Source: an optimization exercise on an open RTL-to-GDS flow (aim: small area, a short achievable clock period and few clock cycles per item). Production flows keep margins and buffers that such runs may drop.

## lane 4
==> flow/design.v <==
package dq_pkg;
    localparam int DQ_DMA_WIDTH = 32;
    localparam int DQ_MAX_QWIDTH = 8;
    localparam int DQ_COUNT_WIDTH = 16;
endpackage
`timescale 1ns/1ps
module dq_config (
    input  logic        clk,
    input  logic        rst_n,
    input  logic        activate,
    input  logic [24:0] down_cfg_in,
    output logic [4:0]  dn_lo,        
    output logic [5:0]  dn_hi,        
    output logic        run
);
    always_ff @(posedge clk or negedge rst_n) begin
        if (!rst_n) begin
            run <= 1'b0;
        end else begin
            run <= activate;
        end
    end
    always_ff @(posedge clk) begin
        dn_lo <= 5'd15 - down_cfg_in[20:16];
        dn_hi <= {1'b0, 5'd15 - down_cfg_in[20:16]} + {2'd0, down_cfg_in[24:21]};
    end
endmodule
`timescale 1ns/1ps
module bit_extractor (
    input  logic        clk,
    input  logic        run,
    input  logic        activate,
    input  logic [3:0]  bw,
    input  logic [15:0] num_in,      
    input  logic        in_valid,
    input  logic [31:0] in_data,
    output logic        in_ready,
    output logic        out_valid,
    output logic [7:0]  out_value,
    input  logic        out_ready
);
    logic [31:0] w;
    logic [14:0] l;
    logic [5:0]  p;
    logic [15:0] rem;        
    logic        f1;         
    logic        f2;         
    logic        rem_nz;
    logic        rem_gt1;
    logic        rem_gt2;
    logic        pop;
    logic        load;
    logic [5:0]  p_pop;      
    logic [5:0]  p_sel;
    logic        f2_pop;     
    logic        need_pop;
    logic        need_stay;
    logic [7:0]  mask;
    logic [46:0] win;
    logic [38:0] s32;
    logic [22:0] s16;
    logic [14:0] s8;
    logic [10:0] s4;
    logic [8:0]  s2;
    logic [7:0]  s1;
    assign rem_nz  = (rem != 16'd0);
    assign rem_gt1 = (rem[15:1] != 15'd0);
    assign rem_gt2 = rem_gt1 && (rem != 16'd2);
    assign pop  = rem_nz && !f1 && (!out_valid || out_ready);
    assign load = in_valid && in_ready;
    assign p_pop  = p + {2'd0, bw};
    assign f2_pop = ({1'b0, p} + {3'd0, bw} + {2'd0, bw, 1'b0}) > 7'd47;
    assign need_pop  = rem_gt2 ? f2_pop : (rem_gt1 && f2);
    assign need_stay = rem_gt1 ? f2 : (rem_nz && f1);
    assign p_sel = pop ? p_pop : p;
    always_comb begin
        for (int i = 0; i < 8; i++) mask[i] = (i < bw);
    end
    assign win = {w, l};
    always_comb begin
        for (int i = 0; i < 39; i++) s32[i] = (p[5] && i < 15) ? win[i+32] : win[i];
        for (int i = 0; i < 23; i++) s16[i] = p[4] ? s32[i+16] : s32[i];
        for (int i = 0; i < 15; i++) s8[i]  = p[3] ? s16[i+8]  : s16[i];
        for (int i = 0; i < 11; i++) s4[i]  = p[2] ? s8[i+4]   : s8[i];
        for (int i = 0; i < 9; i++)  s2[i]  = p[1] ? s4[i+2]   : s4[i];
        for (int i = 0; i < 8; i++)  s1[i]  = p[0] ? s2[i+1]   : s2[i];
    end
    always_ff @(posedge clk) begin
        if (!run) begin
            p         <= 6'd47;
            rem       <= num_in;
            f1        <= 1'b1;
            f2        <= 1'b1;
            out_valid <= 1'b0;
            in_ready  <= activate && (num_in != 16'd0);
        end else begin
            p         <= {p_sel[5] && !load, p_sel[4:0]};
            f1        <= !load && (pop ? f2 : f1);
            f2        <= !load && (pop ? f2_pop : f2);
            in_ready  <= activate && !load && (pop ? need_pop : need_stay);
            if (pop) begin
                rem <= rem - 16'd1;
            end
            if (!out_valid || out_ready) begin
                out_valid <= pop;
            end
        end
        if (load) begin
            w <= in_data;
            l <= w[31:17];
        end
        if (pop) begin
            out_value <= s1 & mask;
        end
    end
endmodule
`timescale 1ns/1ps
module dequantizer (
    input  logic [4:0]  scale,       
    input  logic [7:0]  in_value,
    output logic [11:0] out_half     
);
    logic [2:0] pos;
    logic [7:0] norm;
    always_comb begin
        pos = '0;
        for (int i = 0; i < 8; i++) begin
            if (in_value[i]) pos = i[2:0];
        end
        norm = in_value << (3'd7 - pos);
        if (in_value == 8'd0) begin
            out_half = '0;
        end else begin
            out_half = {scale + (5'd15 + {2'd0, pos}), norm[6:0]};
        end
    end
endmodule
`timescale 1ns/1ps
module stream_fifo #(
    parameter int WIDTH = 16
) (
    input  logic             clk,
    input  logic             run,
    input  logic             wr_valid,
    input  logic [WIDTH-1:0] wr_data,
    output logic             wr_ready,
    output logic             rd_valid,
    output logic [WIDTH-1:0] rd_data,
    input  logic             rd_ready
);
    assign wr_ready = !rd_valid || rd_ready;
    always_ff @(posedge clk) begin
        if (!run) begin
            rd_valid <= 1'b0;
        end else if (wr_ready) begin
            rd_valid <= wr_valid;
        end
        if (wr_ready && wr_valid) begin
            rd_data <= wr_data;
        end
    end
endmodule
`timescale 1ns/1ps
module quantizer (
    input  logic [4:0]  lo,          
    input  logic [5:0]  hi,          
    input  logic [3:0]  bw,
    input  logic [15:0] in_half,
    output logic [7:0]  out_value
);
    logic        s;
    logic [4:0]  e;
    logic [10:0] mant;
    logic [7:0]  max;
    logic [7:0]  hit;
    logic [7:0]  norm;
    assign s    = in_half[15];
    assign e    = in_half[14:10];
    assign mant = {1'b1, in_half[9:0]};
    always_comb begin
        for (int i = 0; i < 8; i++) max[i] = (i < bw);
        for (int k = 0; k < 8; k++) hit[k] = (e[2:0] == 3'(lo[2:0] + 3'(k)));
        norm = '0;
        for (int k = 0; k < 8; k++) begin
            if (hit[k]) norm = norm | 8'(mant >> (10 - k));
        end
        if (s || (e == 5'd0)) begin
            out_value = '0;
        end else if ((e == 5'd31) || ({1'b0, e} >= hi)) begin
            out_value = max;
        end else if (e < lo) begin
            out_value = '0;
        end else begin
            out_value = norm;
        end
    end
endmodule
`timescale 1ns/1ps
module bit_packer (
    input  logic        clk,
    input  logic        run,
    input  logic        activate,
    input  logic [3:0]  bw,
    input  logic [15:0] num_in,      
    input  logic        in_valid,
    input  logic [7:0]  in_value,
    output logic        in_ready,
    output logic        out_valid,
    output logic [32:0] out_beat,
    input  logic        out_ready
);
    logic [15:0] rem;        
    logic [7:0]  qval;       
    logic        qv;
    logic [38:0] acc;
    logic [5:0]  fill;
    logic        rem_nz;
    logic        rem_gt1;
    logic        done;
    logic        word_rdy;
    logic        push;
    logic        move;
    logic        take;
    logic [38:0] ins;
    logic [5:0]  fill_m;     
    logic [5:0]  fill_s;     
    assign rem_nz   = (rem != 16'd0);
    assign rem_gt1  = (rem[15:1] != 15'd0);
    assign done     = !rem_nz && !qv;
    assign word_rdy = fill[5] || (done && (fill != 6'd0));
    assign push     = qv && (!fill[5] || !out_valid);
    assign move     = word_rdy && (!out_valid || out_ready);
    assign take     = in_valid && in_ready;
    assign ins    = push ? ({31'd0, qval} << fill[4:0]) : 39'd0;
    assign fill_m = {1'b0, fill[4:0] & {5{fill[5]}}} + (push ? {2'd0, bw} : 6'd0);
    assign fill_s = fill + (push ? {2'd0, bw} : 6'd0);
    logic [3:0] rdy_n;
    always_comb begin
        for (int k = 0; k < 4; k++) begin
            logic t, r, mv, nz, qvn, ovn;
            logic [5:0] fn;
            t   = k[1];
            r   = k[0];
            mv  = word_rdy && (!out_valid || r);
            nz  = t ? rem_gt1 : rem_nz;
            qvn = t || (qv && !push);
            ovn = mv || (out_valid && !r);
            fn  = mv ? fill_m : fill_s;
            rdy_n[k] = nz && (!qvn || !fn[5] || !ovn);
        end
    end
    always_ff @(posedge clk) begin
        if (!run) begin
            rem       <= num_in;
            qv        <= 1'b0;
            fill      <= '0;
            out_valid <= 1'b0;
            acc       <= '0;
            in_ready  <= activate && (num_in != 16'd0);
        end else begin
            if (take) begin
                rem <= rem - 16'd1;
            end
            qv        <= take || (qv && !push);
            fill      <= move ? fill_m : fill_s;
            out_valid <= move || (out_valid && !out_ready);
            acc       <= move ? ({32'd0, acc[38:32]} | ins) : (acc | ins);
            in_ready  <= activate && rdy_n[{take, out_ready}];
        end
        if (take) begin
            qval <= in_value;
        end
        if (move) begin
            out_beat <= {acc[31:0], done && (!fill[5] || fill == 6'd32)};
        end
    end
endmodule
`timescale 1ns/1ps
module dequant_quant_top (
    input  logic        clk,
    input  logic        rst_n,
    input  logic        activate,
    input  logic [24:0] up_cfg,
    input  logic [24:0] down_cfg,
    input  logic        rcv_valid,
    input  logic [32:0] rcv_beat,
    output logic        rcv_ready,
    output logic        deq_valid,
    output logic [15:0] deq_data,
    input  logic        deq_ready,
    input  logic        q_valid,
    input  logic [15:0] q_data,
    output logic        q_ready,
    output logic        trm_valid,
    output logic [32:0] trm_beat,
    input  logic        trm_ready
);
    logic        run;
    logic [4:0]  dn_lo;
    logic [5:0]  dn_hi;
    logic        ext_valid;
    logic [7:0]  ext_value;
    logic        ext_ready;
    logic [11:0] dq_half;
    logic [11:0] out_half;
    logic [7:0]  qz_value;
    dq_config cfg0 (
        .clk(clk), .rst_n(rst_n), .activate(activate),
        .down_cfg_in(down_cfg), .dn_lo(dn_lo), .dn_hi(dn_hi),
        .run(run)
    );
    bit_extractor ext0 (
        .clk(clk), .run(run), .activate(activate), .bw(up_cfg[24:21]), .num_in(up_cfg[15:0]),
        .in_valid(rcv_valid), .in_data(rcv_beat[32:1]), .in_ready(rcv_ready),
        .out_valid(ext_valid), .out_value(ext_value), .out_ready(ext_ready)
    );
    dequantizer deq0 (.scale(up_cfg[20:16]), .in_value(ext_value), .out_half(dq_half));
    stream_fifo #(.WIDTH(12)) up_out (
        .clk(clk), .run(run),
        .wr_valid(ext_valid), .wr_data(dq_half), .wr_ready(ext_ready),
        .rd_valid(deq_valid), .rd_data(out_half), .rd_ready(deq_ready)
    );
    assign deq_data = {1'b0, out_half, 3'b000};
    quantizer qnt0 (.lo(dn_lo), .hi(dn_hi), .bw(down_cfg[24:21]), .in_half(q_data), .out_value(qz_value));
    bit_packer pack0 (
        .clk(clk), .run(run), .activate(activate), .bw(down_cfg[24:21]), .num_in(down_cfg[15:0]),
        .in_valid(q_valid), .in_value(qz_value), .in_ready(q_ready),
        .out_valid(trm_valid), .out_beat(trm_beat), .out_ready(trm_ready)
    );
endmodule
export LEC_CHECK = 0
export CAP_MARGIN = 20
export CORE_MARGIN = 2
export CORE_UTILIZATION = 60
export SLEW_MARGIN = 20
create_clock -name core_clock -period 9.0 [get_ports {clk}]
standard.sh (not shown) runs the stock make flow with config.mk's settings and CLKGATE_MAP_FILE= SYNTH_SCRIPT=/design/flow/synth_recipe.tcl, a recipe that flattens the netlist after the stock synthesis.
==> flow/flow/run.sh <==
#!/bin/bash
# The standard layout, with buf_1 port buffers, a tighter repair target and
# a clock tree without dummy loads.
export BUFFER_PORTS_ARGS="-buffer_cell sky130_fd_sc_hd__buf_1"
export SETUP_SLACK_MARGIN=6.2
export CTS_ARGS="-sink_clustering_enable -repair_clock_nets -dont_use_dummy_load -buf_list {sky130_fd_sc_hd__clkbuf_4 sky130_fd_sc_hd__clkbuf_8} -sink_clustering_size 20 -sink_clustering_max_diameter 60"
bash standard.sh > standard.log 2>&1
Input-level comparison between lane 5 and lane 4:
--- a/flow/design.v
+++ b/flow/design.v
@@ -5,27 +5,32 @@
 endpackage
 `timescale 1ns/1ps
 module dq_config (
     input  logic        clk,
     input  logic        rst_n,
     input  logic        activate,
+    input  logic [24:0] up_cfg_in,
     input  logic [24:0] down_cfg_in,
+    output logic [3:0]  up_bw,
+    output logic [4:0]  up_base,      
+    output logic [3:0]  dn_bw,
     output logic [4:0]  dn_lo,        
-    output logic [5:0]  dn_hi,        
     output logic        run
 );
     always_ff @(posedge clk or negedge rst_n) begin
         if (!rst_n) begin
             run <= 1'b0;
         end else begin
             run <= activate;
         end
     end
     always_ff @(posedge clk) begin
-        dn_lo <= 5'd15 - down_cfg_in[20:16];
-        dn_hi <= {1'b0, 5'd15 - down_cfg_in[20:16]} + {2'd0, down_cfg_in[24:21]};
+        up_bw   <= up_cfg_in[24:21];
+        up_base <= 5'd15 + up_cfg_in[20:16];
+        dn_bw   <= down_cfg_in[24:21];
+        dn_lo   <= 5'd15 - down_cfg_in[20:16];
     end
 endmodule
 `timescale 1ns/1ps
 module bit_extractor (
     input  logic        clk,
     input  logic        run,
@@ -113,13 +118,13 @@
             out_value <= s1 & mask;
         end
     end
 endmodule
 `timescale 1ns/1ps
 module dequantizer (
-    input  logic [4:0]  scale,       
+    input  logic [4:0]  base,        
     input  logic [7:0]  in_value,
     output logic [11:0] out_half     
 );
     logic [2:0] pos;
     logic [7:0] norm;
     always_comb begin
@@ -128,13 +133,13 @@
             if (in_value[i]) pos = i[2:0];
         end
         norm = in_value << (3'd7 - pos);
         if (in_value == 8'd0) begin
             out_half = '0;
         end else begin
-            out_half = {scale + (5'd15 + {2'd0, pos}), norm[6:0]};
+            out_half = {base + {2'd0, pos}, norm[6:0]};
         end
     end
 endmodule
 `timescale 1ns/1ps
 module stream_fifo #(
     parameter int WIDTH = 16
@@ -160,26 +165,27 @@
         end
     end
 endmodule
 `timescale 1ns/1ps
 module quantizer (
     input  logic [4:0]  lo,          
-    input  logic [5:0]  hi,          
     input  logic [3:0]  bw,
     input  logic [15:0] in_half,
     output logic [7:0]  out_value
 );
     logic        s;
     logic [4:0]  e;
     logic [10:0] mant;
+    logic [5:0]  hi;
     logic [7:0]  max;
     logic [7:0]  hit;
     logic [7:0]  norm;
     assign s    = in_half[15];
     assign e    = in_half[14:10];
     assign mant = {1'b1, in_half[9:0]};
+    assign hi   = {1'b0, lo} + {2'd0, bw};
     always_comb begin
         for (int i = 0; i < 8; i++) max[i] = (i < bw);
         for (int k = 0; k < 8; k++) hit[k] = (e[2:0] == 3'(lo[2:0] + 3'(k)));
         norm = '0;
         for (int k = 0; k < 8; k++) begin
             if (hit[k]) norm = norm | 8'(mant >> (10 - k));
@@ -293,38 +299,41 @@
     output logic        q_ready,
     output logic        trm_valid,
     output logic [32:0] trm_beat,
     input  logic        trm_ready
 );
     logic        run;
+    logic [3:0]  up_bw;
+    logic [4:0]  up_base;
+    logic [3:0]  dn_bw;
     logic [4:0]  dn_lo;
-    logic [5:0]  dn_hi;
     logic        ext_valid;
     logic [7:0]  ext_value;
     logic        ext_ready;
     logic [11:0] dq_half;
     logic [11:0] out_half;
     logic [7:0]  qz_value;
     dq_config cfg0 (
         .clk(clk), .rst_n(rst_n), .activate(activate),
-        .down_cfg_in(down_cfg), .dn_lo(dn_lo), .dn_hi(dn_hi),
+        .up_cfg_in(up_cfg), .down_cfg_in(down_cfg),
+        .up_bw(up_bw), .up_base(up_base), .dn_bw(dn_bw), .dn_lo(dn_lo),
         .run(run)
     );
     bit_extractor ext0 (
-        .clk(clk), .run(run), .activate(activate), .bw(up_cfg[24:21]), .num_in(up_cfg[15:0]),
+        .clk(clk), .run(run), .activate(activate), .bw(up_bw), .num_in(up_cfg[15:0]),
         .in_valid(rcv_valid), .in_data(rcv_beat[32:1]), .in_ready(rcv_ready),
         .out_valid(ext_valid), .out_value(ext_value), .out_ready(ext_ready)
     );
-    dequantizer deq0 (.scale(up_cfg[20:16]), .in_value(ext_value), .out_half(dq_half));
+    dequantizer deq0 (.base(up_base), .in_value(ext_value), .out_half(dq_half));
     stream_fifo #(.WIDTH(12)) up_out (
         .clk(clk), .run(run),
         .wr_valid(ext_valid), .wr_data(dq_half), .wr_ready(ext_ready),
         .rd_valid(deq_valid), .rd_data(out_half), .rd_ready(deq_ready)
     );
     assign deq_data = {1'b0, out_half, 3'b000};
-    quantizer qnt0 (.lo(dn_lo), .hi(dn_hi), .bw(down_cfg[24:21]), .in_half(q_data), .out_value(qz_value));
+    quantizer qnt0 (.lo(dn_lo), .bw(dn_bw), .in_half(q_data), .out_value(qz_value));
     bit_packer pack0 (
-        .clk(clk), .run(run), .activate(activate), .bw(down_cfg[24:21]), .num_in(down_cfg[15:0]),
+        .clk(clk), .run(run), .activate(activate), .bw(dn_bw), .num_in(down_cfg[15:0]),
         .in_valid(q_valid), .in_value(qz_value), .in_ready(q_ready),
         .out_valid(trm_valid), .out_beat(trm_beat), .out_ready(trm_ready)
     );
 endmodule
--- outcome ---
Buffer share of cell area of lane 4 is on par with lane 5. Between lane 5 and lane 4, required time at the worst-slack endpoint is higher for lane 4, lane 5 comes in under that. Lane 5 vs. lane 4: synthesized-area fraction occupied by ao, oa, aoi and oai cells went down; final worst slack went up; fraction of area in registers went up; async set-or-reset flop fraction in the synthesized netlist did not really move; pin count of the biggest net entering global routing went down. Comparing xor-xnor portion of the synthesized cell area for lane 5 and lane 4, the smaller number came from lane 5. For lane 5, the capturing element of the worst setup path was pack0.qval[2], unlike lane 4, where it was ext0.in_ready. Comparing core area for lane 5 and lane 4, the bigger number came from lane 5. Compared with lane 4, lane 5 shows a lower multi-input combinational cell area. Lane 5 ends up with a post-placement cell area that is 1.1% lower than in lane 4. Lane 5: count of non-filler cells in the finished layout lower than lane 4. Detail-routed via count per cell of lane 5 is on par with lane 4.
Function was not checked in any run of this note: the RTL went through the layout flow alone.

==> static timing again, ports no longer ideal <==
In the flow no input, the clock included, has a driving cell. The finished layouts below were timed again as built, in two steps.
Step 1: set_driving_cell puts a clkbuf_16 on clk and a buf_2 on each other input, an assumption about the parent block.
Step 2 times the ports against the registers' clock, not the clock port: input delays grow and output delays shrink by t, the midpoint of the rising clock arrivals with the driver on.
Three values: ideal ports, drivers, drivers and shift; two values: the first two.
run	t (ns)	setup WS [ns]	hold slack, ns	worst setup path after step 2
lane 4	0.540	5.214 / 5.221 / 4.681	0.414 / 0.414 / 0.414	input to register
lane 5	0.545	6.051 / 6.027 / 5.500	0.403 / 0.403 / 0.403	input to register
After both steps every run listed still meets setup and hold. For lane 5, which loses most, drivers alone change the setup slack by -0.024 ns; drivers and shift together by -0.551 ns.
